Source: an optimization exercise on an open RTL-to-GDS flow (aim: small area). Production flows keep margins and buffers that such runs may drop. Function was checked by simulation only, so behaviour that the tests miss may differ from the original. Power and IR drop assume default switching activity.

**config.mk**
```make
export PLATFORM = sky130hd
export DESIGN_NAME = rram_ctrl_top
export DESIGN_NICKNAME = rram_ctrl_top
export VERILOG_FILES = /design/flow/design.v
export SDC_FILE = /design/flow/constraint.sdc
export NUM_CORES = 4
export LEC_CHECK = 0
export CAP_MARGIN = 10
export CORE_MARGIN = 2
export CORE_UTILIZATION = 60
export CTS_CLUSTER_DIAMETER = 60
export CTS_CLUSTER_SIZE = 24
export GPL_TIMING_DRIVEN = 0
export SLEW_MARGIN = 10
export SYNTH_HIERARCHICAL = 1
export SYNTH_MINIMUM_KEEP_SIZE = 0
```
**constraint.sdc**
```tcl
create_clock -name core_clock -period 7.0 [get_ports {clk}]
set_input_delay 1.4000 -clock core_clock [delete_from_list [all_inputs] [get_ports {clk}]]
set_output_delay 1.4000 -clock core_clock [all_outputs]
set_load 0.01 [all_outputs]
```
**design.v**
```verilog
`timescale 1ns/1ps
package rram_pkg;
  typedef logic [32-1:0]    instr_t;
  typedef logic [16-1:0] line_t;
  typedef logic [16-1:0] sense_t;
  typedef logic [7-1:0]  im_addr_t;
  typedef logic [7:0]    im_count_t;
  typedef logic [7-1:0]  ob_addr_t;
  typedef logic [7:0]    ob_count_t;
  typedef logic [4-1:0]      cell_idx_t;
endpackage
`timescale 1ns/1ps
module instr_mem (
  input  logic                clk,
  input  logic                rst,
  input  logic                wr_en,
  input  rram_pkg::instr_t    wr_data,
  input  rram_pkg::im_addr_t  rd_addr,
  output logic [9:0]          rd_word,
  output rram_pkg::im_count_t count,
  output logic                full,
  output logic                empty
);
  localparam int D = (1 << 7);
  logic [9:0] mem [0:D-1];
  logic [9:0] wr_word;
  logic [3:0] op;
  logic       is_wr, is_rd, we;
  assign op    = wr_data[31:28];
  assign is_wr = (op == 4'h1);
  assign is_rd = (op == 4'h2);
  assign wr_word = {is_wr,
                    is_wr ? wr_data[8] : is_rd,
                    is_wr ? wr_data[7:4] : wr_data[4:1],
                    wr_data[3:0]};
  assign full  = count[7];
  assign empty = (count == '0);
  assign we    = wr_en && !full;
  always_ff @(posedge clk or negedge rst) begin
    if (!rst) begin
      count <= '0;
    end else if (we) begin
      count <= count + 1'b1;
    end
  end
  always_ff @(posedge clk) begin
    if (we) begin
      mem[0] <= wr_word;
      for (int i = 1; i < D; i++) mem[i] <= mem[i-1];
    end
  end
  rram_pkg::im_addr_t rd_pos;
  assign rd_pos = count[7-1:0] - rd_addr;
  logic [D-1:0] rd_sel;
  onehot128 u_dec (.a(rd_pos), .s(rd_sel));
  for (genvar b = 0; b < 10; b++) begin : rd_bit
    logic [D-1:0] col;
    for (genvar i = 0; i < D; i++) begin : ent
      assign col[i] = mem[i][b];
    end
    sel128 u_sel (.d(col), .s(rd_sel), .y(rd_word[b]));
  end
endmodule
`timescale 1ns/1ps
module pc_counter (
  input  logic                clk,
  input  logic                rst,
  input  logic                load,
  input  rram_pkg::im_addr_t  start_addr,
  input  logic                step,
  input  rram_pkg::im_count_t limit,
  output rram_pkg::im_addr_t  pc,
  output logic                at_end
);
  rram_pkg::im_count_t pc_ext;
  always_ff @(posedge clk or negedge rst) begin
    if (!rst) begin
      pc_ext <= '0;
    end else if (load) begin
      pc_ext <= {1'b0, start_addr};
    end else if (step) begin
      pc_ext <= pc_ext + 1'b1;
    end
  end
  assign pc     = pc_ext[7-1:0];
  assign at_end = (pc_ext >= limit);
endmodule
`timescale 1ns/1ps
module ctrl_fsm (
  input  logic       clk,
  input  logic       rst,
  input  logic       enable_pc,
  input  logic       at_end,
  input  logic [9:0] word,
  input  logic [9:0] word_q,
  output logic       load,
  output logic       step,
  output logic       busy,
  output logic       capture,
  output logic       col_hold,
  output logic       m_write,
  output logic       m_pre,
  output logic       m_sense
);
  localparam logic [2:0] S_IDLE = 3'd0, S_FETCH0 = 3'd1, S_FETCH = 3'd2,
                         S_DECODE = 3'd3, S_WP = 3'd4, S_PRE = 3'd5,
                         S_SENSE = 3'd6, S_CAP = 3'd7;
  logic [2:0] state, state_d;
  logic       run_done;
  logic       fetching;
  logic       d_rd, w_wr, w_rd;
  assign d_rd = !word[9] && word[8];
  assign w_wr = word_q[9];
  assign w_rd = !word_q[9] && word_q[8];
  assign fetching = (state == S_FETCH0) || (state == S_FETCH);
  always_comb begin
    state_d = state;
    load    = 1'b0;
    step    = 1'b0;
    case (state)
      S_IDLE: begin
        if (enable_pc && !run_done) begin
          load    = 1'b1;
          state_d = S_FETCH0;
        end
      end
      S_FETCH0, S_FETCH: begin
        if (at_end || !enable_pc) begin
          state_d = S_IDLE;
        end else begin
          step    = 1'b1;
          state_d = S_DECODE;
        end
      end
      S_DECODE: state_d = d_rd ? S_PRE : S_WP;
      S_WP:     state_d = S_FETCH;
      S_PRE:    state_d = S_SENSE;
      S_SENSE:  state_d = S_CAP;
      default:  state_d = S_FETCH;
    endcase
  end
  always_ff @(posedge clk or negedge rst) begin
    if (!rst) begin
      state    <= S_IDLE;
      run_done <= 1'b0;
    end else begin
      state <= state_d;
      if (fetching && (at_end || !enable_pc)) begin
        run_done <= 1'b1;
      end else if (!enable_pc) begin
        run_done <= 1'b0;
      end
    end
  end
  assign busy     = (state != S_IDLE);
  assign capture  = (state == S_CAP);
  assign col_hold = (state == S_PRE);
  assign m_write = (state == S_FETCH) && w_wr;
  assign m_pre   = (state == S_SENSE);
  assign m_sense = (state == S_CAP) || ((state == S_FETCH) && w_rd);
endmodule
`timescale 1ns/1ps
module array_driver (
  input  logic            clk,
  input  logic            rst,
  input  logic [9:0]      word,
  input  logic            col_hold,
  input  logic            m_write,
  input  logic            m_pre,
  input  logic            m_sense,
  output rram_pkg::line_t bl_in0,
  output rram_pkg::line_t bl_in1,
  output rram_pkg::line_t sl_in0,
  output rram_pkg::line_t sl_in1,
  output rram_pkg::line_t wl_in0,
  output rram_pkg::line_t wl_in1,
  output logic            wl_en,
  output logic            bl_en,
  output logic            sl_en,
  output logic            pre,
  output logic            sa_en,
  output logic            col_select
);
  localparam int N = 16;
  rram_pkg::line_t row_hot, col_hot;
  logic m_read, m_set, m_reset;
  assign row_hot = {{(N-1){1'b0}}, 1'b1} << word[7:4];
  assign col_hot = {{(N-1){1'b0}}, 1'b1} << word[3:0];
  assign m_read  = m_pre || m_sense;
  assign m_set   = m_write && word[8];
  assign m_reset = m_write && !word[8];
  always_ff @(posedge clk or negedge rst) begin
    if (!rst) begin
      col_select <= 1'b0;
    end else if (col_hold) begin
      col_select <= word[0];
    end
  end
  assign wl_in0 = (m_write || m_read) ? ~row_hot : '1;
  assign wl_in1 = m_read ? ~row_hot : '1;
  assign bl_in0 = m_set ? ~col_hot :
                  m_read ? {{(N/2){~col_select}}, {(N/2){col_select}}} : '1;
  assign bl_in1 = m_set ? ~col_hot : '1;
  assign sl_in0 = m_reset ? ~col_hot : '1;
  assign sl_in1 = '1;
  assign wl_en  = m_write || m_sense;
  assign bl_en  = m_write || m_sense;
  assign sl_en  = m_write;
  assign pre    = !m_pre;
  assign sa_en  = m_sense;
endmodule
`timescale 1ns/1ps
module read_buffer (
  input  logic                clk,
  input  logic                rst,
  input  logic                capture,
  input  rram_pkg::sense_t    csa,
  input  logic                rd_en,
  input  rram_pkg::ob_addr_t  rd_addr,
  output rram_pkg::sense_t    rd_data,
  output rram_pkg::ob_count_t count
);
  localparam int D = (1 << 7);
  rram_pkg::sense_t   mem [0:D-1];
  rram_pkg::ob_addr_t pos_q;
  logic               we;
  assign we = capture && !count[7];
  always_ff @(posedge clk or negedge rst) begin
    if (!rst) begin
      count <= '0;
    end else if (we) begin
      count <= count + 1'b1;
    end
  end
  always_ff @(posedge clk) begin
    if (we) begin
      mem[0] <= csa;
      for (int i = 1; i < D; i++) mem[i] <= mem[i-1];
    end
  end
  always_ff @(posedge clk) begin
    if (rd_en) begin
      pos_q <= count[7-1:0] + ~rd_addr + we;
    end else if (we) begin
      pos_q <= pos_q + 1'b1;
    end
  end
  logic [D-1:0] rd_sel;
  onehot128 u_dec (.a(pos_q), .s(rd_sel));
  for (genvar b = 0; b < 16; b++) begin : rd_bit
    logic [D-1:0] col;
    for (genvar i = 0; i < D; i++) begin : ent
      assign col[i] = mem[i][b];
    end
    sel128 u_sel (.d(col), .s(rd_sel), .y(rd_data[b]));
  end
endmodule
module sel3n (
  input  logic [2:0] d,
  input  logic [2:0] s,
  output logic       y
);
  assign y = ~|(d & s);
endmodule
module sel2n (
  input  logic [1:0] d,
  input  logic [1:0] s,
  output logic       y
);
  assign y = ~|(d & s);
endmodule
module nand4m (
  input  logic [3:0] a,
  output logic       y
);
  assign y = ~&a;
endmodule
module nand3m (
  input  logic [2:0] a,
  output logic       y
);
  assign y = ~&a;
endmodule
module nor4m (
  input  logic [3:0] a,
  output logic       y
);
  assign y = ~|a;
endmodule
module nor3m (
  input  logic [2:0] a,
  output logic       y
);
  assign y = ~|a;
endmodule
module onehot128 (
  input  logic [6:0]   a,
  output logic [127:0] s
);
  always_comb begin
    for (int i = 0; i < 128; i++) s[i] = (a == i);
  end
endmodule
module sel128 (
  input  logic [127:0] d,
  input  logic [127:0] s,
  output logic         y
);
  logic [42:0] t;
  logic [10:0] u;
  logic [2:0]  v;
  for (genvar k = 0; k < 42; k++) begin : aoi
    sel3n u_a (.d(d[3*k +: 3]), .s(s[3*k +: 3]), .y(t[k]));
  end
  sel2n u_a42 (.d(d[127:126]), .s(s[127:126]), .y(t[42]));
  for (genvar k = 0; k < 10; k++) begin : na
    nand4m u_n (.a(t[4*k +: 4]), .y(u[k]));
  end
  nand3m u_n10 (.a(t[42:40]), .y(u[10]));
  nor4m u_o0 (.a(u[3:0]), .y(v[0]));
  nor4m u_o1 (.a(u[7:4]), .y(v[1]));
  nor3m u_o2 (.a(u[10:8]), .y(v[2]));
  nand3m u_y (.a(v), .y(y));
endmodule
`timescale 1ns/1ps
module rram_ctrl_top (
  input  logic                clk,
  input  logic                rst,
  input  logic                im_wr_en,
  input  rram_pkg::instr_t    im_wr_data,
  output logic                im_full,
  output logic                im_empty,
  input  logic                enable_pc,
  input  rram_pkg::im_addr_t  start_pc_addr,
  output logic                busy,
  output rram_pkg::line_t     bl_in0,
  output rram_pkg::line_t     bl_in1,
  output rram_pkg::line_t     sl_in0,
  output rram_pkg::line_t     sl_in1,
  output rram_pkg::line_t     wl_in0,
  output rram_pkg::line_t     wl_in1,
  output logic                wl_en,
  output logic                bl_en,
  output logic                sl_en,
  output logic                pre,
  output logic                sa_en,
  output logic                col_select,
  input  rram_pkg::sense_t    csa,
  input  logic                out_rd_en,
  input  rram_pkg::ob_addr_t  out_rd_addr,
  output rram_pkg::sense_t    out_rd_data,
  output rram_pkg::ob_count_t out_count
);
  logic [9:0]          word;
  logic [9:0]          word_q;
  rram_pkg::im_count_t im_count;
  rram_pkg::im_addr_t  pc;
  logic at_end, pc_load, pc_step, capture;
  logic col_hold, m_write, m_pre, m_sense;
  instr_mem u_instr_mem (
    .clk(clk), .rst(rst),
    .wr_en(im_wr_en), .wr_data(im_wr_data),
    .rd_addr(pc), .rd_word(word),
    .count(im_count), .full(im_full), .empty(im_empty)
  );
  pc_counter u_pc_counter (
    .clk(clk), .rst(rst),
    .load(pc_load), .start_addr(start_pc_addr), .step(pc_step),
    .limit(im_count), .pc(pc), .at_end(at_end)
  );
  ctrl_fsm u_ctrl_fsm (
    .clk(clk), .rst(rst),
    .enable_pc(enable_pc), .at_end(at_end), .word(word), .word_q(word_q),
    .load(pc_load), .step(pc_step), .busy(busy), .capture(capture),
    .col_hold(col_hold), .m_write(m_write), .m_pre(m_pre), .m_sense(m_sense)
  );
  always_ff @(posedge clk) begin
    word_q <= word;
  end
  array_driver u_array_driver (
    .clk(clk), .rst(rst),
    .word(word_q), .col_hold(col_hold),
    .m_write(m_write), .m_pre(m_pre), .m_sense(m_sense),
    .bl_in0(bl_in0), .bl_in1(bl_in1), .sl_in0(sl_in0), .sl_in1(sl_in1),
    .wl_in0(wl_in0), .wl_in1(wl_in1),
    .wl_en(wl_en), .bl_en(bl_en), .sl_en(sl_en),
    .pre(pre), .sa_en(sa_en), .col_select(col_select)
  );
  read_buffer u_read_buffer (
    .clk(clk), .rst(rst),
    .capture(capture), .csa(csa),
    .rd_en(out_rd_en), .rd_addr(out_rd_addr), .rd_data(out_rd_data),
    .count(out_count)
  );
endmodule
```
**flow/run.sh**
```bash
#!/bin/bash
set -euo pipefail
export BUFFER_PORTS_ARGS="-buffer_cell sky130_fd_sc_hd__buf_1"
export CTS_ARGS="-sink_clustering_enable -repair_clock_nets -sink_clustering_size 24 -sink_clustering_max_diameter 60 -dont_use_dummy_load"
bash standard.sh > standard.log 2>&1
```
**standard.sh**
```bash
#!/bin/bash
# synth_recipe.tcl (not shown) runs the flow's synth.tcl, then flattens the netlist and writes it again
# the make line also repeats each setting of config.mk as NAME=value (left out here)
make -C /OpenROAD-flow-scripts/flow DESIGN_CONFIG=/design/flow/config.mk WORK_HOME=/design/flow/orfs CLKGATE_MAP_FILE= SYNTH_SCRIPT=/design/flow/synth_recipe.tcl "${@:-finish}"
```
==> results of run 1 <==
-- cell families after synthesis --
| kind of cell | count (synthesis) | synth area share |
|---|---|---|
| buffers and inverters | 145 | 0.00666 |
| xor gates and xnor gates | 26 | 0.00190 |
| AOI/OAI and AO/OA | 1195 | 0.0986 |
| and+or+nand+nor | 881 | 0.0448 |
| adders and majority gates | 27 | 0.00301 |
| DFF | 3374 | 0.844 |
| muxes | 9 | 0.000794 |
| other | 1 | 0.0000313 |
-- flip-flops by register name, summed over array words and instances (netlist names) --
name / cells
u_array_driver.col_select: 1
u_ctrl_fsm.state: 3
u_instr_mem.mem: 1280
u_read_buffer.mem: 2048
u_read_buffer.pos_q: 7
word_q: 10
u_read_buffer.count: 8
u_ctrl_fsm.run_done: 1
u_instr_mem.count: 8
u_pc_counter.pc_ext: 8
-- per-stage QoR --
step	area (sq um)	hold WS, ns	setup WS [ns]
after floorplan	120000	0.426	-0.774
after global placement	124000	0.427	-3.05
after detailed placement	126000	0.431	0.508
after CTS	130000	0.403	0.226
after global routing	130000	0.419	0.00328
final	130000	0.411	0.143
-- per-module statistics from Yosys (local to each module, per instance), excerpt --
module	cells inside	area, sq um	copies in the design	flops+latches
read_buffer	2150	62500	1	2063
instr_mem	1363	39200	1	1288
array_driver	153	942	1	1
onehot128	182	907	2	0
pc_counter	77	671	1	8
ctrl_fsm	33	289	1	4
rram_ctrl_top	10	200	1	10
nor4m	1	12.5	52	0
sel2n	1	12.5	26	0
nor3m	1	10.0	26	0
sel3n	1	10.0	1092	0
nand4m	1	6.26	260	0
nand3m	1	5.00	52	0
-- worst max-delay path: stages, from the launching register on --
cell and delay [ns]:
edfxtp_1 0.54, clkbuf_1 0.27, nand4bb_1 0.16, clkbuf_1 0.84, nor2_2 0.23, buf_8 0.25, a222oi_1 0.35, nand4_1 0.29
nor4_2 1.05, nand3_1 0.40, buf_1 0.23
-- power by group --
part	leakage [nW]	internal, mW	switching, mW
logic	6.67	1.93	4.95
clock network	2.39	4.90	5.91
registers	27.2	22.6	0.370
total	36.3	29.5	11.2
-- how the worst max path moves through the flow --
stage | depth (start not counted) | end | slack [ns]
global route | 10 | out_rd_data[2] | 0.003
floorplan | 11 | u_read_buffer.pos_q[6] | -0.77
CTS | 10 | out_rd_data[15] | 0.23
global placement | 11 | u_read_buffer.pos_q[6] | -3.05
finish | 10 | out_rd_data[15] | 0.14
detailed placement | 16 | u_read_buffer.pos_q[6] | 0.51
-- routing by layer --
layer	share of wire	vias up	global-route usage
li1	-	26700	-
met5	0.00026	-	0.00189
met4	0.025	4	0.0652
met3	0.10	360	0.0525
met2	0.45	3233	0.381
met1	0.42	33100	0.393
-- area by class of cell --
class,instances,share of cell area
sequential,3374,0.775
multi-input combinational,2154,0.139
clock buffer,194,0.0372
tap,2640,0.0253
timing repair buffer,247,0.0168
buffer,114,0.00561
inverter,31,0.000892
antenna,1,0.0000192
-- placed cells by master, fill, tap and decap left out, drive strengths merged, types with 11 or more instances in the layout --
cell,netlist,final
dfrtp,29,29
nand4,268,268
clkbuf,25,219
nor3,35,35
xor2,11,11
nor2b,17,17
conb,1,16
edfxtp,3335,3335
nor4,53,53
nor2,267,267
ha,24,24
xnor2,15,15
inv,30,30
buf,89,336
a222oi,1092,1092
a22oi,42,42
nand4bb,12,12
nand3,84,84
nand3b,11,11
o21ai,17,17
nand2,63,63
==> impl_metrics.py, run 1 <==
metrics = {
    "outcome": {
        "status": "timing/DRC/antenna clean",
    },
    "clocking": {
        "clock-sinks": 3374,
        "cts_max_path_buffers": 3,
        "clock_tree.root_cell": "clkbuf_16",
        "clkLatencyLatePin_ns": 0.85,
        "clk_pin_slew_ns": 0.09,
        "ctsHoldBuffers": 0,
        "numCtsBuffers": 194,
        "postCtsSetupBuffers": 0,
        "h-tree-depth": 4,
        "cts_resized": 0,
        "tritoncts": "built",
    },
    "setup_path": {
        "required_ns": 5.60,
        "start_kind": "flip-flop",
        "crit_path_end_kind": "output port",
        "rr_worst_depth": 17,
        "r2r_end": "u_ctrl_fsm.state[0]",
        "crit_type": "flip-flop to output port",
        "cp.arrival_ns": 5.46,
        "crit_start": "u_read_buffer.pos_q[0]",
        "critPathMaxFanout": 15,
        "crit-reg2reg-launch": "u_pc_counter.pc_ext[1]",
        "r2r_slack_ns": 0.62,
    },
    "hold_path": {
        "hp-class": "flip-flop to flip-flop",
        "min-delay-start": "u_instr_mem.mem[90][8]",
        "hold_depth": 0,
        "hold_end": "u_instr_mem.mem[91][8]",
    },
    "synth": {
        "ys_async_sr_fraction": 0.00860,
        "netlist_top_cells_area": "edfxtp_1 84%, a222oi_1 9.1%, nand4_1 1.4%",
        "synthDistinctLibCells": 81,
        "synth.most_common_cell": "edfxtp_1",
        "synth_top_area_frac": 0.837,
        "synthesis.instances": 5658,
        "synth_sequential_area_ratio": 0.844,
        "synth_seq_cells": 3374,
        "synthTopCellsByCount": "3335 x edfxtp_1, 1092 x a222oi_1, 267 x nand4_1, 234 x nor2_1, 83 x nand3_1",
        "netlist_area_sq_um": 120000,
        "synth_warnings": 15,
        "ys.flop_type": "edfxtp_1",
        "synth_edf_count": 3335,
        "synth_area_leader_cell": "edfxtp_1",
        "avgSynthCellArea_sq_um": 21.2,
    },
    "finish": {
        "num-fill-cells": 13200,
        "syn_to_final_growth_pct": 8.93,
        "postLayoutCoreUtil": 0.659,
        "multiInputGateArea_sq_um": 18100,
        "regArea_sq_um": 101000,
        "final_nets": 6210,
        "layout-drive-gt1-share": 0.102,
        "layoutNonFillerInstCount": 8755,
    },
    "placement": {
        "dp_hpwl_um": 174000,
        "numPortBuffers": 160,
        "dp.cells": 8559,
        "gp_congestion": 0.813,
    },
    "floorplanning": {
        "die_w_um": 451,
        "row_count": 163,
        "core_sq_um": 198000,
        "die_y_um": 451,
        "die-area_sq_um": 203000,
        "initial_core_util": 0.605,
        "ios": 196,
    },
    "timing": {
        "setup_viol": 0,
        "slew_headroom": 0.112,
        "period_needed_ns": 6.86,
        "fin_crit_sh": 0.980,
        "fin_skew_ns": 0.0718,
        "rsz0062_at_grt": "false",
        "worstMarginPinSlew_ns": 1.33,
        "fmax_mhz": 146,
        "final_hold_viol_count": 0,
        "setup-tns-final_ns": 0,
        "maxSlewViolCount": 0,
    },
    "global_route": {
        "overflow": 0,
        "grt_pass1_vias": 60100,
        "grt_max_degree": 190,
        "antenna_found_initial": 15,
        "track_usage": 0.256,
        "grt_pass1_wl_um": 393000,
    },
    "job": {
        "maxCapViolCount": 0,
    },
    "detailed_routing": {
        "drtPass1Iterations": 14,
        "via_per_inst": 7.24,
        "ant_nets": 0,
        "routed_wl_um": 268000,
        "drc": 0,
        "wire_per_inst_um": 30.7,
        "drtIter0Drc": 13600,
        "via_count": 63400,
    },
    "pwr": {
        "peakVddDrop_v": 0.000431,
        "finalPower_mw": 40.7,
        "power_leakage_nw": 36.3,
        "power_per_cell_area_nw_per_um2": 312,
    },
}
==> run 2, diff against run 1 <==
==> run.sh (new file) <==
#!/bin/bash
# synth_recipe.tcl (not shown) runs the flow's synth.tcl, then flattens the netlist and writes it again
# the make line also repeats each setting of config.mk as NAME=value (left out here)
make -C /OpenROAD-flow-scripts/flow DESIGN_CONFIG=/design/flow/config.mk WORK_HOME=/design/flow/orfs CLKGATE_MAP_FILE= SYNTH_SCRIPT=/design/flow/synth_recipe.tcl finish
removed: flow/run.sh
removed: standard.sh
==> run 2 against run 1 <==
  * Wire length down 0.18%
  * Still clean on timing, DRC and antenna
  * Critical path depth down 2
  * Non-clock buffer count up 12
  * Clock skew down 0.049 ns
  * Maximum frequency down 0.73%
  * Total power up 5.0%
  * Global-route usage about the same
  * Design area up 2.2%
  * Sequential power about the same
==> impl_metrics.py, run 2 <==
metrics = {
    "setup_path": {
        "crit_type": "flip-flop to output port",
        "required_ns": 5.60,
        "start_kind": "flip-flop",
        "path_cells": "clkbuf_1, nand4b_1, nor2_2, a222oi_1, nand4_1, nor4_2, nand3_1, clkdlybuf4s50_1",
        "cp.arrival_ns": 5.51,
        "cpMaxStageDelayCell": "nor4_2",
        "crit_path_end_kind": "output port",
        "r2r_slack_ns": 0.70,
        "critPathMaxFanout": 16,
        "crit_path_max_incr_delay_ns": 1.00,
    },
    "synth": {
        "synth_area_leader_cell": "edfxtp_1",
        "synth_sequential_area_ratio": 0.844,
        "synth_warnings": 15,
        "synth_seq_cells": 3374,
        "synth_edf_count": 3335,
        "synth.most_common_cell": "edfxtp_1",
        "synth_compound_area_frac": 0.0986,
        "synth-simple-area-share": 0.0448,
        "synthMuxAreaShare": 0.000794,
        "avgSynthCellArea_sq_um": 21.2,
        "synthesis.instances": 5658,
        "synth_top_family_by_area": "compound AO/OA/AOI/OAI gates",
        "ys_async_sr_fraction": 0.00860,
        "ys.flop_type": "edfxtp_1",
        "synthTopCellsByCount": "3335 x edfxtp_1, 1092 x a222oi_1, 267 x nand4_1, 234 x nor2_1, 83 x nand3_1",
        "synth_top_area_frac": 0.837,
        "netlist_top_cells_area": "edfxtp_1 84%, a222oi_1 9.1%, nand4_1 1.4%",
        "netlist_area_sq_um": 120000,
        "synthXorXnorAreaFrac": 0.00190,
        "synthDistinctLibCells": 81,
        "synthAdderAreaFrac": 0.00301,
    },
    "finish": {
        "final_area_sq_um": 133000,
        "reg_top3": "u_read_buffer.mem (2048), u_instr_mem.mem (1280), word_q (10)",
        "largest_reg_flops": 2048,
        "syn_to_final_growth_pct": 11.4,
        "num-fill-cells": 12900,
        "final_nets": 6221,
        "final_cell_mix": "3335 x edfxtp_1, 1092 x a222oi_1, 267 x nand4_1",
        "regMostFlops": "u_read_buffer.mem",
        "final_common_cell": "edfxtp_1",
        "layout-drive-gt1-share": 0.122,
    },
    "clocking": {
        "clk_pin_slew_ns": 0.08,
        "h-tree-depth": 4,
        "tritoncts": "built",
        "clkLatencyLatePin_ns": 0.86,
        "clock-sinks": 3374,
        "ctsHoldBuffers": 0,
        "cts_max_path_buffers": 3,
        "clock_tree.root_cell": "clkbuf_16",
        "numCtsBuffers": 193,
    },
    "detailed_routing": {
        "drtPass1Iterations": 14,
        "drc": 0,
        "routed_wl_um": 268000,
        "ant_nets": 0,
        "via_per_inst": 7.14,
        "via_count": 63700,
        "wire_per_inst_um": 30.0,
        "drtIter0Drc": 13600,
    },
    "timing": {
        "maxSlewViolCount": 0,
        "fmax_mhz": 145,
        "worstMarginPinSlew_ns": 1.29,
        "fin_crit_sh": 0.987,
        "slew_headroom": 0.134,
        "rsz0062_at_grt": "false",
        "final_hold_viol_count": 0,
        "setup_viol": 0,
        "period_needed_ns": 6.91,
        "fin_skew_ns": 0.0230,
        "hold_ws_ns": 0.400,
    },
    "placement": {
        "placed_cell_area_sq_um": 127000,
        "gp_congestion": 0.810,
        "numPortBuffers": 160,
        "dp_hpwl_um": 175000,
    },
    "floorplanning": {
        "row_count": 163,
        "core_sq_um": 198000,
        "initial_core_util": 0.605,
        "ios": 196,
        "die_y_um": 451,
        "die_w_um": 451,
        "die-area_sq_um": 203000,
    },
    "hold_path": {
        "hp-class": "primary input to asynchronous set/reset pin",
    },
    "pwr": {
        "finalPower_mw": 42.7,
        "peakVddDrop_v": 0.000332,
        "power_per_cell_area_nw_per_um2": 320,
        "power_leakage_nw": 37.6,
    },
    "global_route": {
        "grt_pass1_wl_um": 395000,
        "grt_pass1_vias": 60600,
        "antenna_found_initial": 9,
        "overflow": 0,
        "track_usage": 0.256,
        "grt_max_degree": 187,
    },
    "job": {
        "maxCapViolCount": 0,
    },
    "outcome": {
        "status": "timing/DRC/antenna clean",
    },
}
-- run 2: cell counts after synthesis --
No cell type changed its count.
-- run 2: per-module statistics from Yosys, one instance, submodules excluded, a selection --
module        times used  cells inside  area (sq um)
ctrl_fsm               1            33           289
nand4m               260             1          6.26
pc_counter             1            77           671
array_driver           1           153           942
sel3n               1092             1          10.0
nor4m                 52             1          12.5
onehot128              2           182           907
instr_mem              1          1363         39200
nand3m                52             1          5.00
-- run 2: logic make-up (layout without fill, tap and decap cells) --
kind of cell	Yosys count	after routing
other	1	22
XOR/XNOR	26	26
multiplexers	9	9
AND/OR/NAND/NOR	881	881
adder cells (fa/ha/maj)	27	27
flip-flops	3374	3374
buffers and inverters	145	744
AO/OA/AOI/OAI	1195	1195
-- run 2: worst paths after layout --
kind,end,depth (start not counted),startpoint
worst max-delay path,out_rd_data[14],8,u_read_buffer.pos_q[2]
worst max register to register,u_read_buffer.pos_q[6],18,u_ctrl_fsm.state[0]
worst min-delay path,u_instr_mem.count[0],1,rst
worst min register to register,u_instr_mem.mem[71][9],0,u_instr_mem.mem[70][9]
max in group asynchronous,u_read_buffer.count[5],2,rst
min in group core_clock,u_instr_mem.mem[71][9],0,u_instr_mem.mem[70][9]
-- run 2: per-stage QoR --
step | TNS (ns) | instances | utilization | setup WS [ns]
after floorplan | -186.49 | 5673 | - | -0.774
after global placement | -5088.39 | 8473 | 0.631 | -2.77
after detailed placement | -0.297 | 8561 | 0.640 | -0.238
after CTS | 0 | 8905 | 0.673 | 0.00729
after global routing | 0 | 8914 | 0.674 | 0.00366
final | 0 | 8918 | 0.674 | 0.0922
-- run 2: worst max-delay path: cells and delay by family (launching register included) --
kind	cells	cell delay, ns
AOI/OAI and AO/OA	1	0.50
DFF	1	0.58
and+or+nand+nor	5	2.75
buffers and inverters	2	0.82
-- run 2: area by class of cell --
cell class                      count  area, sq um  area share
Tap cell                         2640         3300      0.0248
Antenna cell                        6         15.0    0.000113
Clock buffer                      205         4920      0.0369
Clock inverter                    135         1620      0.0122
Buffer                            113          727     0.00545
Inverter                           31          116    0.000873
Timing Repair Buffer              260         3350      0.0251
Sequential cell                  3374       101000       0.758
Multi-Input combinational cell   2154        18200       0.137
-- run 2: repair_timing --
item | in CTS | in global routing
gates cloned | 1 | 1
endpoints found under the setup margin | 7 | 10
buffers inserted | 3 | 7
pin swaps | 0 | 3
gates resized for setup | 5 | 9
-- run 2: power breakdown --
group / internal [mW] / switching, mW / leakage (nW) / total [mW]
logic: 2.06 / 4.93 / 7.27 / 6.99
registers: 22.6 / 0.368 / 27.2 / 23.0
clock network: 5.91 / 6.81 / 3.17 / 12.7
-- run 2: layer usage --
metal / GRT usage / part of all wire / vias to the layer above
met4: 0.0668 / 0.024 / 0
met2: 0.379 / 0.45 / 3294
met1: 0.394 / 0.42 / 33100
met3: 0.0540 / 0.10 / 314
met5: 0 / 0 / -
li1: - / - / 26900
==> run 3, diff against run 2 <==
--- a/design.v
+++ b/design.v
@@ -262,12 +262,11 @@
 );
   assign y = ~|(d & s);
 endmodule
-module sel2n (
-  input  logic [1:0] d,
-  input  logic [1:0] s,
+module nand2m (
+  input  logic [1:0] a,
   output logic       y
 );
-  assign y = ~|(d & s);
+  assign y = ~&a;
 endmodule
 module nand4m (
   input  logic [3:0] a,
@@ -275,23 +274,17 @@
 );
   assign y = ~&a;
 endmodule
-module nand3m (
-  input  logic [2:0] a,
-  output logic       y
-);
-  assign y = ~&a;
-endmodule
-module nor4m (
+module or4m (
   input  logic [3:0] a,
   output logic       y
 );
-  assign y = ~|a;
+  assign y = |a;
 endmodule
-module nor3m (
+module or3m (
   input  logic [2:0] a,
   output logic       y
 );
-  assign y = ~|a;
+  assign y = |a;
 endmodule
 module onehot128 (
   input  logic [6:0]   a,
@@ -306,21 +299,21 @@
   input  logic [127:0] s,
   output logic         y
 );
-  logic [42:0] t;
+  logic [43:0] t;
   logic [10:0] u;
   logic [2:0]  v;
   for (genvar k = 0; k < 42; k++) begin : aoi
     sel3n u_a (.d(d[3*k +: 3]), .s(s[3*k +: 3]), .y(t[k]));
   end
-  sel2n u_a42 (.d(d[127:126]), .s(s[127:126]), .y(t[42]));
-  for (genvar k = 0; k < 10; k++) begin : na
+  nand2m u_a42 (.a({d[126], s[126]}), .y(t[42]));
+  nand2m u_a43 (.a({d[127], s[127]}), .y(t[43]));
+  for (genvar k = 0; k < 11; k++) begin : na
     nand4m u_n (.a(t[4*k +: 4]), .y(u[k]));
   end
-  nand3m u_n10 (.a(t[42:40]), .y(u[10]));
-  nor4m u_o0 (.a(u[3:0]), .y(v[0]));
-  nor4m u_o1 (.a(u[7:4]), .y(v[1]));
-  nor3m u_o2 (.a(u[10:8]), .y(v[2]));
-  nand3m u_y (.a(v), .y(y));
+  or4m u_o0 (.a(u[3:0]), .y(v[0]));
+  or4m u_o1 (.a(u[7:4]), .y(v[1]));
+  or3m u_o2 (.a(u[10:8]), .y(v[2]));
+  or3m u_y (.a(v), .y(y));
 endmodule
 `timescale 1ns/1ps
 module rram_ctrl_top (
==> flow/run.sh (new file) <==
#!/bin/bash
set -euo pipefail
export BUFFER_PORTS_ARGS="-buffer_cell sky130_fd_sc_hd__buf_1"
export CTS_ARGS="-sink_clustering_enable -repair_clock_nets -sink_clustering_size 28 -sink_clustering_max_diameter 60 -dont_use_dummy_load"
bash standard.sh > standard.log 2>&1
==> standard.sh (new file) <==
#!/bin/bash
# synth_recipe.tcl (not shown) runs the flow's synth.tcl, then flattens the netlist and writes it again
# the make line also repeats each setting of config.mk as NAME=value (left out here)
make -C /OpenROAD-flow-scripts/flow DESIGN_CONFIG=/design/flow/config.mk WORK_HOME=/design/flow/orfs CLKGATE_MAP_FILE= SYNTH_SCRIPT=/design/flow/synth_recipe.tcl "${@:-finish}"
--- a/config.mk
+++ b/config.mk
@@ -7,10 +7,11 @@
 export LEC_CHECK = 0
 export CAP_MARGIN = 10
 export CORE_MARGIN = 2
-export CORE_UTILIZATION = 60
+export CORE_UTILIZATION = 50
 export CTS_CLUSTER_DIAMETER = 60
-export CTS_CLUSTER_SIZE = 24
+export CTS_CLUSTER_SIZE = 28
 export GPL_TIMING_DRIVEN = 0
+export SETUP_SLACK_MARGIN = 0.3
 export SLEW_MARGIN = 10
 export SYNTH_HIERARCHICAL = 1
 export SYNTH_MINIMUM_KEEP_SIZE = 0
removed: run.sh
==> run 3 against run 2 <==
  * Design area fell by 1.7%
  * Core utilization fell by 12 points
  * Flip-flop and latch count did not move
  * Critical endpoint is now out_rd_data[3]
  * Highest routed layer is now met5
  * Sequential power barely moved
  * Critical path type unchanged
  * Worst hold slack got worse by 0.044 ns
  * Largest cell class unchanged
  * Still clean on timing, DRC and antenna
==> impl_metrics.py, run 3 <==
metrics = {
    "detailed_routing": {
        "via_per_inst": 6.82,
        "routed_wl_um": 269000,
        "drtIter0Drc": 14500,
        "ant_nets": 0,
        "drc": 0,
        "wire_per_inst_um": 28.8,
        "drtPass1Iterations": 13,
        "via_count": 63800,
    },
    "setup_path": {
        "rr_worst_depth": 16,
        "cpMaxStageDelayCell": "nand4b_1",
        "r2r_end": "u_ctrl_fsm.state[0]",
        "crit_path_max_incr_delay_ns": 1.00,
        "crit_type": "flip-flop to output port",
        "start_kind": "flip-flop",
        "critPathMaxFanout": 12,
        "required_ns": 5.60,
        "r2r_slack_ns": 0.96,
        "cp.arrival_ns": 5.18,
        "crit_path_end_kind": "output port",
        "path_cells": "clkbuf_1, nand4b_1, nor2_2, buf_16, a222oi_1, nand4_1, or4_1, or3_1, buf_1",
        "crit-reg2reg-launch": "u_pc_counter.pc_ext[1]",
    },
    "pwr": {
        "power_per_cell_area_nw_per_um2": 308,
        "power_leakage_nw": 36.6,
        "peakVddDrop_v": 0.000330,
    },
    "hold_path": {
        "min-delay-start": "u_instr_mem.mem[122][2]",
        "hold_depth": 0,
        "hp-class": "flip-flop to flip-flop",
        "hold_end": "u_instr_mem.mem[123][2]",
    },
    "finish": {
        "layoutNonFillerInstCount": 9353,
        "num-fill-cells": 18000,
        "postLayoutCoreUtil": 0.551,
        "layout-drive-gt1-share": 0.0923,
        "final_area_sq_um": 131000,
        "reg_top3": "u_read_buffer.mem (2048), u_instr_mem.mem (1280), word_q (10)",
        "final_cell_mix": "3335 x edfxtp_1, 1092 x a222oi_1, 293 x nand4_1",
        "largest_reg_flops": 2048,
        "final_common_cell": "edfxtp_1",
        "multiInputGateArea_sq_um": 17800,
        "regMostFlops": "u_read_buffer.mem",
        "regArea_sq_um": 101000,
        "syn_to_final_growth_pct": 9.83,
        "final_nets": 6259,
    },
    "synth": {
        "avgSynthCellArea_sq_um": 21.0,
        "ys_async_sr_fraction": 0.00860,
        "synth_top_area_frac": 0.839,
        "synthesis.instances": 5684,
        "synthDistinctLibCells": 78,
        "synth.most_common_cell": "edfxtp_1",
        "synth_warnings": 15,
        "netlist_top_cells_area": "edfxtp_1 84%, a222oi_1 9.2%, nand4_1 1.5%",
        "synthTopCellsByCount": "3335 x edfxtp_1, 1092 x a222oi_1, 293 x nand4_1, 234 x nor2_1, 115 x nand2_1",
        "synth_sequential_area_ratio": 0.847,
        "synth_area_leader_cell": "edfxtp_1",
        "synth_seq_cells": 3374,
        "netlist_area_sq_um": 119000,
        "ys.flop_type": "edfxtp_1",
        "synth_edf_count": 3335,
    },
    "clocking": {
        "clock_tree.root_cell": "clkbuf_16",
        "tritoncts": "built",
        "clkLatencyLatePin_ns": 0.86,
        "h-tree-depth": 4,
        "cts_max_path_buffers": 3,
        "clock-sinks": 3374,
        "numCtsBuffers": 189,
        "ctsHoldBuffers": 0,
        "clk_pin_slew_ns": 0.08,
    },
    "timing": {
        "final_hold_viol_count": 0,
        "fin_crit_sh": 0.940,
        "period_needed_ns": 6.58,
        "setup_viol": 0,
        "maxSlewViolCount": 0,
        "worstMarginPinSlew_ns": 1.38,
        "slew_headroom": 0.0796,
        "setup-tns-final_ns": 0,
        "rsz0062_at_grt": "true",
        "fmax_mhz": 152,
        "fin_skew_ns": 0.134,
    },
    "placement": {
        "dp_hpwl_um": 172000,
        "dp.cells": 9125,
        "placed_cell_area_sq_um": 126000,
        "gp_congestion": 0.815,
        "numPortBuffers": 160,
    },
    "global_route": {
        "antenna_found_initial": 20,
        "track_usage": 0.213,
        "grt_max_degree": 193,
        "grt_pass1_wl_um": 394000,
        "overflow": 0,
        "grt_pass1_vias": 60100,
    },
    "floorplanning": {
        "die-area_sq_um": 243000,
        "core_sq_um": 238000,
        "row_count": 179,
        "initial_core_util": 0.502,
        "die_w_um": 492,
        "die_y_um": 492,
        "ios": 196,
    },
    "job": {
        "maxCapViolCount": 0,
    },
    "outcome": {
        "status": "timing/DRC/antenna clean",
    },
}
run 3: changes by cell type after synthesis, sizes merged:
cell	previous run	this run
nand3	84	32
or3	4	56
nor3	35	9
nand2	63	115
nand4	268	294
or4	5	57
nor4	53	1
a22oi	42	16
run 3: critical path, delay by kind of cell, from the launching register on:
kind,cells,cell delay [ns]
compound gates,1,0.26
buf+inv,3,0.69
flops,1,0.55
simple gates,5,2.84
run 3: layout make-up:
cell class / count / area share
Antenna cell: 23 / 0.000439
Buffer: 114 / 0.00562
Clock buffer: 189 / 0.0361
Inverter: 31 / 0.000888
Multi-Input combinational cell: 2180 / 0.136
Sequential cell: 3374 / 0.771
Tap cell: 3167 / 0.0302
Timing Repair Buffer: 275 / 0.0195
run 3: per-stage QoR:
| step | setup slack (ns) | power, mW | hold WS, ns |
|---|---|---|---|
| 2_1_floorplan | -0.774 | 26.7 | 0.426 |
| 6_report | 0.420 | 40.3 | 0.356 |
| 3_3_place_gp | -2.63 | 29.9 | 0.427 |
| 5_1_grt | 0.304 | 41.7 | 0.369 |
| 4_1_cts | 0.352 | 40.5 | 0.363 |
| 3_5_place_dp | 0.842 | 29.9 | 0.431 |
run 3: routing by layer:
metal	track usage	part of all wire	up-vias
met4	0.0518	0.024	4
li1	-	-	26800
met5	0	0.000089	-
met2	0.310	0.44	3570
met1	0.331	0.43	33000
met3	0.0441	0.11	339
run 3: repair_timing:
action | in CTS | in global routing
setup buffers | 3 | 11
gates resized for setup | 11 | 6
cloned | 0 | 0
setup endpoints to repair | 16 | 15
pin swaps | 0 | 1
run 3: report_power, final:
part	internal, mW	leakage [nW]	switching, mW
registers	22.6	27.2	0.373
clock network	4.78	2.33	5.94
logic	1.91	7.07	4.69
run 3: worst max-delay path by stage:
stage	from	end	cells after the start
floorplan	u_ctrl_fsm.state[2]	u_read_buffer.pos_q[6]	11
global placement	u_ctrl_fsm.state[0]	u_read_buffer.pos_q[6]	11
detailed placement	u_read_buffer.pos_q[2]	out_rd_data[13]	8
CTS	u_read_buffer.pos_q[3]	out_rd_data[13]	9
global route	u_read_buffer.pos_q[2]	out_rd_data[13]	8
finish	u_read_buffer.pos_q[2]	out_rd_data[3]	9
run 3: cells by family (layout without fill, tap and decap cells):
logic type / Yosys count / count (layout) / synth area share
flops: 3374 / 3374 / 0.847
mux: 9 / 9 / 0.000797
buf+inv: 145 / 609 / 0.00668
compound gates: 1169 / 1169 / 0.0962
simple gates: 933 / 933 / 0.0441
fa+ha+maj: 27 / 27 / 0.00302
xor+xnor: 26 / 26 / 0.00191
other cells: 1 / 39 / 0.0000314
run 3: per-module statistics from Yosys, one instance, submodules excluded, a selection:
module | flip-flops and latches | times used
array_driver | 1 | 1
ctrl_fsm | 4 | 1
instr_mem | 1288 | 1
nand2m | 0 | 52
nand4m | 0 | 286
onehot128 | 0 | 2
or3m | 0 | 52
or4m | 0 | 52
pc_counter | 8 | 1
read_buffer | 2063 | 1
rram_ctrl_top | 10 | 1
sel3n | 0 | 1092
==> run 4, diff against run 3 <==
--- a/design.v
+++ b/design.v
@@ -182,13 +182,24 @@
   output logic            col_select
 );
   localparam int N = 16;
-  rram_pkg::line_t row_hot, col_hot;
-  logic m_read, m_set, m_reset;
-  assign row_hot = {{(N-1){1'b0}}, 1'b1} << word[7:4];
-  assign col_hot = {{(N-1){1'b0}}, 1'b1} << word[3:0];
+  logic m_read, m_set, m_reset, m_row0, rd_lo, rd_hi;
+  logic [3:0] row0_lo, row1_lo, row_hi, set_lo, reset_lo, col_hi;
   assign m_read  = m_pre || m_sense;
   assign m_set   = m_write && word[8];
   assign m_reset = m_write && !word[8];
+  assign m_row0  = m_write || m_read;
+  assign rd_lo   = m_read && !col_select;
+  assign rd_hi   = m_read && col_select;
+  always_comb begin
+    for (int j = 0; j < 4; j++) begin
+      row0_lo[j]  = m_row0 && (word[5:4] == j);
+      row1_lo[j]  = m_read && (word[5:4] == j);
+      row_hi[j]   = (word[7:6] == j);
+      set_lo[j]   = m_set && (word[1:0] == j);
+      reset_lo[j] = m_reset && (word[1:0] == j);
+      col_hi[j]   = (word[3:2] == j);
+    end
+  end
   always_ff @(posedge clk or negedge rst) begin
     if (!rst) begin
       col_select <= 1'b0;
@@ -196,12 +207,14 @@
       col_select <= word[0];
     end
   end
-  assign wl_in0 = (m_write || m_read) ? ~row_hot : '1;
-  assign wl_in1 = m_read ? ~row_hot : '1;
-  assign bl_in0 = m_set ? ~col_hot :
-                  m_read ? {{(N/2){~col_select}}, {(N/2){col_select}}} : '1;
-  assign bl_in1 = m_set ? ~col_hot : '1;
-  assign sl_in0 = m_reset ? ~col_hot : '1;
+  for (genvar i = 0; i < N; i++) begin : line
+    nand2m u_wl0 (.a({row0_lo[i%4], row_hi[i/4]}), .y(wl_in0[i]));
+    nand2m u_wl1 (.a({row1_lo[i%4], row_hi[i/4]}), .y(wl_in1[i]));
+    nand2m u_bl1 (.a({set_lo[i%4], col_hi[i/4]}), .y(bl_in1[i]));
+    nand2m u_sl0 (.a({reset_lo[i%4], col_hi[i/4]}), .y(sl_in0[i]));
+    a21oim u_bl0 (.a({set_lo[i%4], col_hi[i/4]}), .b(i < N/2 ? rd_lo : rd_hi),
+                  .y(bl_in0[i]));
+  end
   assign sl_in1 = '1;
   assign wl_en  = m_write || m_sense;
   assign bl_en  = m_write || m_sense;
@@ -268,6 +281,13 @@
 );
   assign y = ~&a;
 endmodule
+module a21oim (
+  input  logic [1:0] a,
+  input  logic       b,
+  output logic       y
+);
+  assign y = ~((a[0] & a[1]) | b);
+endmodule
 module nand4m (
   input  logic [3:0] a,
   output logic       y
==> flow/run.sh (replaced) <==
#!/bin/bash
set -euo pipefail
export BUFFER_PORTS_ARGS="-buffer_cell sky130_fd_sc_hd__buf_1"
export CTS_ARGS="-sink_clustering_enable -repair_clock_nets -sink_clustering_size 28 -sink_clustering_max_diameter 90 -dont_use_dummy_load"
bash standard.sh > standard.log 2>&1
--- a/config.mk
+++ b/config.mk
@@ -8,7 +8,7 @@
 export CAP_MARGIN = 10
 export CORE_MARGIN = 2
 export CORE_UTILIZATION = 50
-export CTS_CLUSTER_DIAMETER = 60
+export CTS_CLUSTER_DIAMETER = 90
 export CTS_CLUSTER_SIZE = 28
 export GPL_TIMING_DRIVEN = 0
 export SETUP_SLACK_MARGIN = 0.3
==> run 4 against run 3 <==
  * First-iteration DRC count fell by 5.3%
  * Wire length fell by 0.20%
  * Setup slack improved by 0.0073 ns
  * Critical endpoint is now out_rd_data[0]
  * Register-to-register slack got worse by 0.22 ns
  * Worst hold slack improved by 0.032 ns
  * Sequential power barely moved
  * Design area fell by 1.4%
==> impl_metrics.py, run 4 <==
metrics = {
    "outcome": {
        "status": "timing/DRC/antenna clean",
    },
    "setup_path": {
        "start_kind": "flip-flop",
        "cp.arrival_ns": 5.17,
        "crit_path_end_kind": "output port",
        "crit_type": "flip-flop to output port",
        "cp_top_family": "simple AND/OR/NAND/NOR gates",
        "worst-path-buf-inv": 3,
        "critPathMaxFanout": 16,
        "required_ns": 5.60,
        "cpMaxStageDelayCell": "or4_1",
        "path_cells": "clkbuf_1, nand4bb_1, buf_2, nor2_1, a222oi_1, nand4_1, or4_1, or3_1, buf_1",
        "crit_path_max_incr_delay_ns": 0.72,
    },
    "synth": {
        "netlist_top_cells_area": "edfxtp_1 84%, a222oi_1 9.2%, nand4_1 1.5%",
        "synth_warnings": 15,
        "synth.most_common_cell": "edfxtp_1",
        "synth_edf_count": 3335,
        "synthDistinctLibCells": 68,
        "synthesis.instances": 5673,
        "ys_async_sr_fraction": 0.00860,
        "ys.flop_type": "edfxtp_1",
        "synth_seq_cells": 3374,
        "synth_sequential_area_ratio": 0.849,
        "synthTopCellsByCount": "3335 x edfxtp_1, 1092 x a222oi_1, 291 x nand4_1, 248 x nor2_1, 146 x nand2_1",
        "avgSynthCellArea_sq_um": 21.0,
        "netlist_area_sq_um": 119000,
        "synth_area_leader_cell": "edfxtp_1",
        "synth_top_area_frac": 0.841,
    },
    "timing": {
        "setup-tns-final_ns": 0,
        "fin_crit_sh": 0.939,
        "worstMarginPinSlew_ns": 1.39,
        "setup_viol": 0,
        "fmax_mhz": 152,
        "fin_skew_ns": 0.0652,
        "final_hold_viol_count": 0,
        "period_needed_ns": 6.57,
        "hold_ws_ns": 0.389,
        "slew_headroom": 0.0715,
        "maxSlewViolCount": 0,
        "rsz0062_at_grt": "false",
        "worst_slack_ns": 0.427,
    },
    "detailed_routing": {
        "ant_nets": 0,
        "drtIter0Drc": 13700,
        "drtPass1Iterations": 14,
        "wire_per_inst_um": 29.0,
        "drc": 0,
        "via_count": 63200,
        "routed_wl_um": 269000,
        "via_per_inst": 6.82,
    },
    "finish": {
        "reg_top3": "u_read_buffer.mem (2048), u_instr_mem.mem (1280), word_q (10)",
        "final_nets": 6180,
        "layout-drive-gt1-share": 0.0804,
        "postLayoutCoreUtil": 0.544,
        "num-fill-cells": 18200,
        "syn_to_final_growth_pct": 8.51,
        "largest_reg_flops": 2048,
        "regMostFlops": "u_read_buffer.mem",
        "final_area_sq_um": 129000,
        "final_cell_mix": "3335 x edfxtp_1, 1092 x a222oi_1, 291 x nand4_1",
        "final_common_cell": "edfxtp_1",
    },
    "pwr": {
        "peakVddDrop_v": 0.000277,
        "power_leakage_nw": 35.7,
        "power_per_cell_area_nw_per_um2": 302,
    },
    "global_route": {
        "grt_pass1_vias": 59300,
        "track_usage": 0.212,
        "overflow": 0,
        "grt_pass1_wl_um": 389000,
        "grt_max_degree": 189,
        "antenna_found_initial": 24,
    },
    "floorplanning": {
        "die-area_sq_um": 242000,
        "die_y_um": 492,
        "row_count": 179,
        "core_sq_um": 237000,
        "ios": 196,
        "initial_core_util": 0.502,
        "die_w_um": 492,
    },
    "clocking": {
        "clk_pin_slew_ns": 0.10,
        "h-tree-depth": 4,
        "tritoncts": "built",
        "cts_max_path_buffers": 3,
        "clock_tree.root_cell": "clkbuf_16",
        "numCtsBuffers": 143,
        "clkLatencyLatePin_ns": 0.84,
        "clock-sinks": 3374,
    },
    "placement": {
        "numPortBuffers": 159,
        "gp_congestion": 0.812,
        "dp_hpwl_um": 172000,
        "dp_slack_ns": 0.0751,
        "placed_cell_area_sq_um": 125000,
    },
    "job": {
        "maxCapViolCount": 0,
    },
    "hold_path": {
        "hp-class": "flip-flop to flip-flop",
    },
}
run 4: cell count changes after synthesis, sizes merged, moves of 4 or more:
cell / change
nor3: +4
nand2: +31
a21oi: +18
nand3: -22
clkbuf: -4
nor2: +14
buf: -15
nand3b: -4
nand2b: +8
a22oi: -16
o21ai: +4
run 4: final timing paths:
| kind | start | endpoint | slack, ns | depth (start not counted) |
|---|---|---|---|---|
| min | u_read_buffer.mem[5][4] | u_read_buffer.mem[6][4] | 0.39 | 0 |
| min in group asynchronous | rst | u_read_buffer.count[0] | 0.51 | 1 |
| min reg2reg | u_read_buffer.mem[5][4] | u_read_buffer.mem[6][4] | 0.39 | 0 |
| max reg2reg | u_pc_counter.pc_ext[0] | u_ctrl_fsm.state[0] | 0.74 | 14 |
| max in group asynchronous | rst | u_instr_mem.count[0] | 5.97 | 2 |
| max | u_read_buffer.pos_q[2] | out_rd_data[0] | 0.43 | 9 |
run 4: kinds of logic (layout without fill, tap and decap cells):
kind of cell               after synthesis  count (layout)  share of synthesized area
and+or+nand+nor                        944             944                     0.0436
AOI/OAI and AO/OA                     1168            1168                     0.0962
adders and majority gates               27              27                    0.00303
muxes                                   11              11                   0.000987
DFF                                   3374            3374                      0.849
other                                    1              24                  0.0000315
xor gates and xnor gates                24              24                    0.00176
buffers and inverters                  124             520                    0.00577
run 4: cell type report:
| type | count | area [sq um] | share of cell area |
|---|---|---|---|
| flip-flops and latches | 3374 | 101000 | 0.782 |
| inverters | 29 | 109 | 0.000842 |
| well taps | 3167 | 3960 | 0.0307 |
| clock buffers | 143 | 3580 | 0.0277 |
| multi-input cells | 2190 | 17700 | 0.137 |
| diodes | 8 | 20.0 | 0.000155 |
| plain buffers | 95 | 634 | 0.00491 |
| repair buffers | 253 | 2160 | 0.0167 |
run 4: metrics by stage:
step | power [mW] | std cells
floorplan | 26.7 | 5688
CTS | 39.3 | 9245
detailed placement | 29.9 | 9091
global route | 40.3 | 9257
finish | 39.0 | 9259
global placement | 29.9 | 9014
run 4: what timing repair did:
item,4_1_cts,5_1_grt
endpoints found under the setup margin,16,16
pin swaps,1,1
resized for setup,17,5
buffers inserted,11,4
hold buffers,0,0
run 4: Yosys stat by module (local to each module, per instance), excerpt:
module         flops+latches  cell area (sq um)  copies in the design
or3m                       0               6.26                    52
a21oim                     0               8.76                    16
read_buffer             2063              62500                     1
ctrl_fsm                   4                289                     1
nand4m                     0               6.26                   286
rram_ctrl_top             10                200                     1
onehot128                  0                907                     2
pc_counter                 8                671                     1
instr_mem               1288              39200                     1
array_driver               1                382                     1
nand2m                     0               3.75                   116
sel3n                      0               10.0                  1092
or4m                       0               7.51                    52
run 4: power breakdown:
| group | internal, mW | switching (mW) |
|---|---|---|
| sequential | 22.7 | 0.368 |
| combinational | 1.86 | 4.74 |
| clock | 3.69 | 5.72 |
run 4: metal layers:
layer / vias to the layer above / global-route usage / share of wire
met4: 6 / 0.0633 / 0.028
met2: 3451 / 0.307 / 0.44
li1: 26600 / - / -
met3: 323 / 0.0455 / 0.10
met1: 32800 / 0.324 / 0.42
met5: - / 0 / 0.00015

[separate check: timing with driven ports]
Ports are ideal in the flow. The routed layouts listed here were re-timed in OpenROAD.
Step 1: set_driving_cell puts a clkbuf_16 on clk and a buf_2 on each other input, an assumption about the parent block.
Step 2 also shifts input and output timing later by t, the mid clock arrival at the registers, as if the neighbouring blocks saw the same clock.
Slacks: ideal ports / drivers / drivers and shift; pairs: ideal ports / drivers.
| run | t, ns | setup slack, ns | hold WS [ns] | worst setup path after step 2 | worst slew at a driven data input, ns |
|---|---|---|---|---|---|
| run 1 | 0.911 | 0.143 / 0.049 / 0.618 | 0.411 / 0.411 / 0.411 | register to register | 0.30 |
| run 2 | 0.930 | 0.092 / 0.007 / 0.698 | 0.400 / 0.335 / 0.441 | register to register | 0.30 |
| run 3 | 0.885 | 0.420 / 0.332 / 0.962 | 0.356 / 0.356 / 0.356 | register to register | 0.06 |
| run 4 | 0.899 | 0.427 / 0.336 / 0.180 | 0.389 / 0.389 / 0.389 | input to register | 0.08 |
After both steps setup and hold are still met in every run listed. The setup slack of run 4, which loses most, moves by -0.091 ns with the drivers and by -0.247 ns with both steps.
